What follows belongs to an exercise in optimizing a design on an open flow for small area, a short achievable clock period and few clock cycles; a production flow would make more cautious choices. At most, simulation tests tie the RTL to the original design; equivalence was not proved. Power is estimated from default activity; no workload was simulated.

==> module otpc_decode, before the edit <==
module otpc_decode (
  input  wire logic         clk_i,
  input  wire logic         rst_ni,
  input  wire logic         acc_i,
  input  wire logic [15:0]  px_i,
  input  wire logic [15:0]  py_i,
  input  wire logic         on_i,
  input  wire logic         cubic_i,
  input  wire logic         cend_i,
  input  wire logic         oend_i,
  output logic              d_vld_o,    
  output logic [12:0]       d_desc_o,   
  output logic [1:0]        d_rem_o,    
  output logic              k0_conic_o,
  output logic              k0_cubic_o,
  output logic [31:0]       s_o,
  output logic [31:0]       p0_o,
  output logic [31:0]       p1_o,
  output logic [31:0]       x_o
);
  localparam logic [1:0] REM_NONE  = 2'd0;
  localparam logic [1:0] REM_CURVE = 2'd1;   
  localparam logic [1:0] REM_CLOSE = 2'd2;   
  localparam logic [1:0] REM_ERR   = 2'd3;   
  localparam logic [12:0] D_MOVE   = {3'd0, 2'd0, 3'b100, 3'b000, 2'b00};
  localparam logic [12:0] D_LINE   = {3'd1, 2'd0, 3'b100, 3'b000, 2'b00};
  localparam logic [12:0] D_QUADON = {3'd2, 2'd0, 3'b010, 3'b100, 2'b00};
  localparam logic [12:0] D_QUADCC = {3'd2, 2'd0, 3'b010, 3'b010, 2'b00};
  localparam logic [12:0] D_CUBIC  = {3'd3, 2'd0, 3'b010, 3'b010, 2'b10};
  localparam logic [12:0] D_CLQUAD = {3'd2, 2'd0, 3'b100, 3'b001, 2'b00};
  localparam logic [12:0] D_CLCUB  = {3'd3, 2'd0, 3'b010, 3'b100, 2'b01};
  localparam logic [12:0] D_CLLINE = {3'd1, 2'd0, 3'b001, 3'b000, 2'b00};
  localparam logic [12:0] D_ERRQ   = {3'd5, 2'd1, 3'b000, 3'b000, 2'b00};
  localparam logic [12:0] D_ERRC   = {3'd5, 2'd2, 3'b000, 3'b000, 2'b00};
  logic [15:0] sx_q, sy_q, p0x_q, p0y_q, p1x_q, p1y_q, xx_q, xy_q;
  logic k0n_q, k0c_q, k1c_q, k1o_q, k2o_q;
  logic k0ny_q;   
  logic open_q, drop_q;
  logic p_on, p_cub, p_con, endc;
  assign p_on  = on_i;
  assign p_cub = !on_i && cubic_i;
  assign p_con = !on_i && !cubic_i;
  assign endc  = cend_i | oend_i;
  function automatic logic [15:0] next_x(input logic [15:0] a, input logic [15:0] p,
                                          input logic conic);
    logic [15:0] t, g, pp, gn, pn;
    logic        t16, neg;
    t   = conic ? (a ^ p) : 16'd0;
    g   = conic ? (a & p) : a;
    pp  = t;
    t16 = t[15];
    for (int d = 1; d < 16; d = d * 2) begin
      gn = g;
      pn = pp;
      for (int i = d; i < 16; i++) begin
        gn[i] = g[i] | (pp[i] & g[i-d]);
        pn[i] = pp[i] & pp[i-d];
      end
      g  = gn;
      pp = pn;
    end
    neg = t16 ^ g[15];
    for (int j = 0; j < 16; j++) begin
      next_x[j] = ((j == 15) ? t16 : t[j+1]) ^ (g[j] | (pp[j] & neg));
    end
  endfunction
  logic [15:0] xx_d, xy_d;
  assign xx_d = next_x(p0x_q, px_i, k0n_q);
  assign xy_d = next_x(p0y_q, py_i, k0ny_q);
  logic        k0on;
  logic        err3q, err3c, err3;
  logic        cl_err;
  logic [12:0] cmd3;
  logic        has3;
  logic [12:0] clk_desc;
  assign k0on = !k0n_q && !k0c_q;
  always_comb begin
    err3q = k0n_q && p_cub;
    err3c = k0c_q && ((p_on && !(k1c_q && k2o_q)) || p_con || (p_cub && !k1o_q));
    err3  = err3q | err3c;
    has3  = 1'b1;
    cmd3  = D_LINE;
    if (k0n_q && p_on)                       cmd3 = D_QUADON;
    else if (k0n_q && p_con)                 cmd3 = D_QUADCC;
    else if (k0c_q && p_on)                  cmd3 = D_CUBIC;
    else if (k0on && p_on)                   cmd3 = D_LINE;
    else                                     has3 = 1'b0;
    cl_err = p_cub && !(open_q && k0c_q);
    if (p_con)      clk_desc = D_CLQUAD;
    else if (p_cub) clk_desc = D_ERRC;    
    else            clk_desc = D_CLLINE;
    d_vld_o  = 1'b0;
    d_desc_o = D_MOVE;
    d_rem_o  = REM_NONE;
    if (drop_q) begin
      d_vld_o = 1'b0;
    end else if (!open_q) begin
      d_vld_o  = 1'b1;
      d_desc_o = D_MOVE;
      if (endc) d_rem_o = cl_err ? REM_ERR : REM_CURVE;
    end else if (err3) begin
      d_vld_o  = 1'b1;
      d_desc_o = err3q ? D_ERRQ : D_ERRC;
    end else if (has3) begin
      d_vld_o  = 1'b1;
      d_desc_o = cmd3;
      if (endc) d_rem_o = cl_err ? REM_ERR : REM_CURVE;
    end else if (endc) begin
      d_vld_o = 1'b1;
      if (cl_err) begin
        d_desc_o = D_ERRC;
      end else begin
        d_desc_o = p_con ? D_CLQUAD : D_CLCUB;
        d_rem_o  = REM_CLOSE;
      end
    end
  end
  always_ff @(posedge clk_i or negedge rst_ni) begin
    if (!rst_ni) begin
      k0ny_q <= 1'b0;
    end else if (acc_i) begin
      k0ny_q <= p_con;
    end
  end
  always_ff @(posedge clk_i or negedge rst_ni) begin
    if (!rst_ni) begin
      open_q <= 1'b0;
      drop_q <= 1'b0;
    end else if (acc_i) begin
      if (drop_q) begin
        drop_q <= !oend_i;
      end else if (!open_q) begin
        open_q <= !endc;
        drop_q <= endc && cl_err && !oend_i;
      end else begin
        open_q <= !(err3 || endc);
        drop_q <= (err3 || (endc && cl_err)) && !oend_i;
      end
    end
  end
  always_ff @(posedge clk_i) begin
    if (acc_i) begin
      p0x_q <= px_i;
      p0y_q <= py_i;
      xx_q  <= xx_d;
      xy_q  <= xy_d;
      if (!(k0c_q && p_on)) begin
        p1x_q <= p0x_q;
        p1y_q <= p0y_q;
      end
      if (!open_q) begin
        sx_q  <= px_i;
        sy_q  <= py_i;
      end
      k0n_q <= p_con;
      k0c_q <= p_cub;
      k1c_q <= open_q && k0c_q;
      k1o_q <= !open_q || k0on || (k0n_q && p_con);
      k2o_q <= !open_q || k1o_q;
    end
  end
  assign k0_conic_o = k0n_q;
  assign k0_cubic_o = k0c_q;
  assign s_o  = {sx_q, sy_q};
  assign p0_o = {p0x_q, p0y_q};
  assign p1_o = {p1x_q, p1y_q};
  assign x_o  = {xx_q, xy_q};
endmodule
clock: 5.5 ns
lec_check: 0
cap_margin: 20
core_margin: 2
core_utilization: 60
cts_buf_list: sky130_fd_sc_hd__clkbuf_8
cts_cluster_size: 40
setup_slack_margin: 2.4
slew_margin: 20
standard.sh (not shown) runs the stock make flow with config.mk's settings and CLKGATE_MAP_FILE= SYNTH_SCRIPT=/design/flow/synth_recipe.tcl, a recipe that flattens the netlist after the stock synthesis.
==> flow/flow/run.sh <==
#!/bin/bash
# The standard layout, with the ports buffered by plain buf_1 cells rather
# than the delay cells buffer_ports picks on its own.
set -euo pipefail
bash standard.sh "BUFFER_PORTS_ARGS=-buffer_cell sky130_fd_sc_hd__buf_1" finish > make_finish.log 2>&1
The baseline finished with timing, DRC and antenna clean.
Next try:
--- a/flow/design.v
+++ b/flow/design.v
@@ -32,13 +32,12 @@
   localparam logic [12:0] D_CLCUB  = {3'd3, 2'd0, 3'b010, 3'b100, 2'b01};
   localparam logic [12:0] D_CLLINE = {3'd1, 2'd0, 3'b001, 3'b000, 2'b00};
   localparam logic [12:0] D_ERRQ   = {3'd5, 2'd1, 3'b000, 3'b000, 2'b00};
   localparam logic [12:0] D_ERRC   = {3'd5, 2'd2, 3'b000, 3'b000, 2'b00};
   logic [15:0] sx_q, sy_q, p0x_q, p0y_q, p1x_q, p1y_q, xx_q, xy_q;
   logic k0n_q, k0c_q, k1c_q, k1o_q, k2o_q;
-  logic k0ny_q;   
   logic open_q, drop_q;
   logic p_on, p_cub, p_con, endc;
   assign p_on  = on_i;
   assign p_cub = !on_i && cubic_i;
   assign p_con = !on_i && !cubic_i;
   assign endc  = cend_i | oend_i;
@@ -64,13 +63,13 @@
     for (int j = 0; j < 16; j++) begin
       next_x[j] = ((j == 15) ? t16 : t[j+1]) ^ (g[j] | (pp[j] & neg));
     end
   endfunction
   logic [15:0] xx_d, xy_d;
   assign xx_d = next_x(p0x_q, px_i, k0n_q);
-  assign xy_d = next_x(p0y_q, py_i, k0ny_q);
+  assign xy_d = next_x(p0y_q, py_i, k0n_q);
   logic        k0on;
   logic        err3q, err3c, err3;
   logic        cl_err;
   logic [12:0] cmd3;
   logic        has3;
   logic [12:0] clk_desc;
@@ -115,19 +114,12 @@
         d_rem_o  = REM_CLOSE;
       end
     end
   end
   always_ff @(posedge clk_i or negedge rst_ni) begin
     if (!rst_ni) begin
-      k0ny_q <= 1'b0;
-    end else if (acc_i) begin
-      k0ny_q <= p_con;
-    end
-  end
-  always_ff @(posedge clk_i or negedge rst_ni) begin
-    if (!rst_ni) begin
       open_q <= 1'b0;
       drop_q <= 1'b0;
     end else if (acc_i) begin
       if (drop_q) begin
         drop_q <= !oend_i;
       end else if (!open_q) begin
After rerunning: The changed run completed without violations. Setup slack is worse by 0.010 ns. Die area went down by 0.94%. Total power hardly moves. Count of clock-buffer cells in the layout does not change. Flip-flop and latch count went down by 1. Combinational power went up by 16%. Via count went down by 0.90%.
Testbench counts after the change, summed over its fixed seeds: cycles 16,807.
The RTL of the first run of this note was laid out without a check of its function.

[afterwards: timing with drivers on the ports]
In the flow no input, the clock included, has a driving cell. The finished layouts below were timed again as built, in two steps. Step 1: set_driving_cell puts a clkbuf_16 on clk_i and a buf_2 on each other input, an assumption about the parent block. Step 2 also shifts input and output timing later by t, the mid clock arrival at the registers, as if the neighbouring blocks saw the same clock. Three values: ideal ports, drivers, drivers and shift; two values: the first two.
run | t, ns | setup slack, ns | hold WS [ns] | worst setup path at the end | latest minus earliest clock arrival (ns)
the first run | 0.495 | 2.424 / 2.433 / 1.938 | 0.546 / 0.546 / 0.546 | input to register | 0.011 / 0.011
the second run | 0.487 | 2.414 / 2.429 / 1.942 | 0.548 / 0.548 / 0.548 | input to register | 0.009 / 0.010
After both steps setup and hold are still met in every run listed. The setup slack of the first run, which loses most, moves by +0.009 ns with the drivers and by -0.486 ns with both steps.
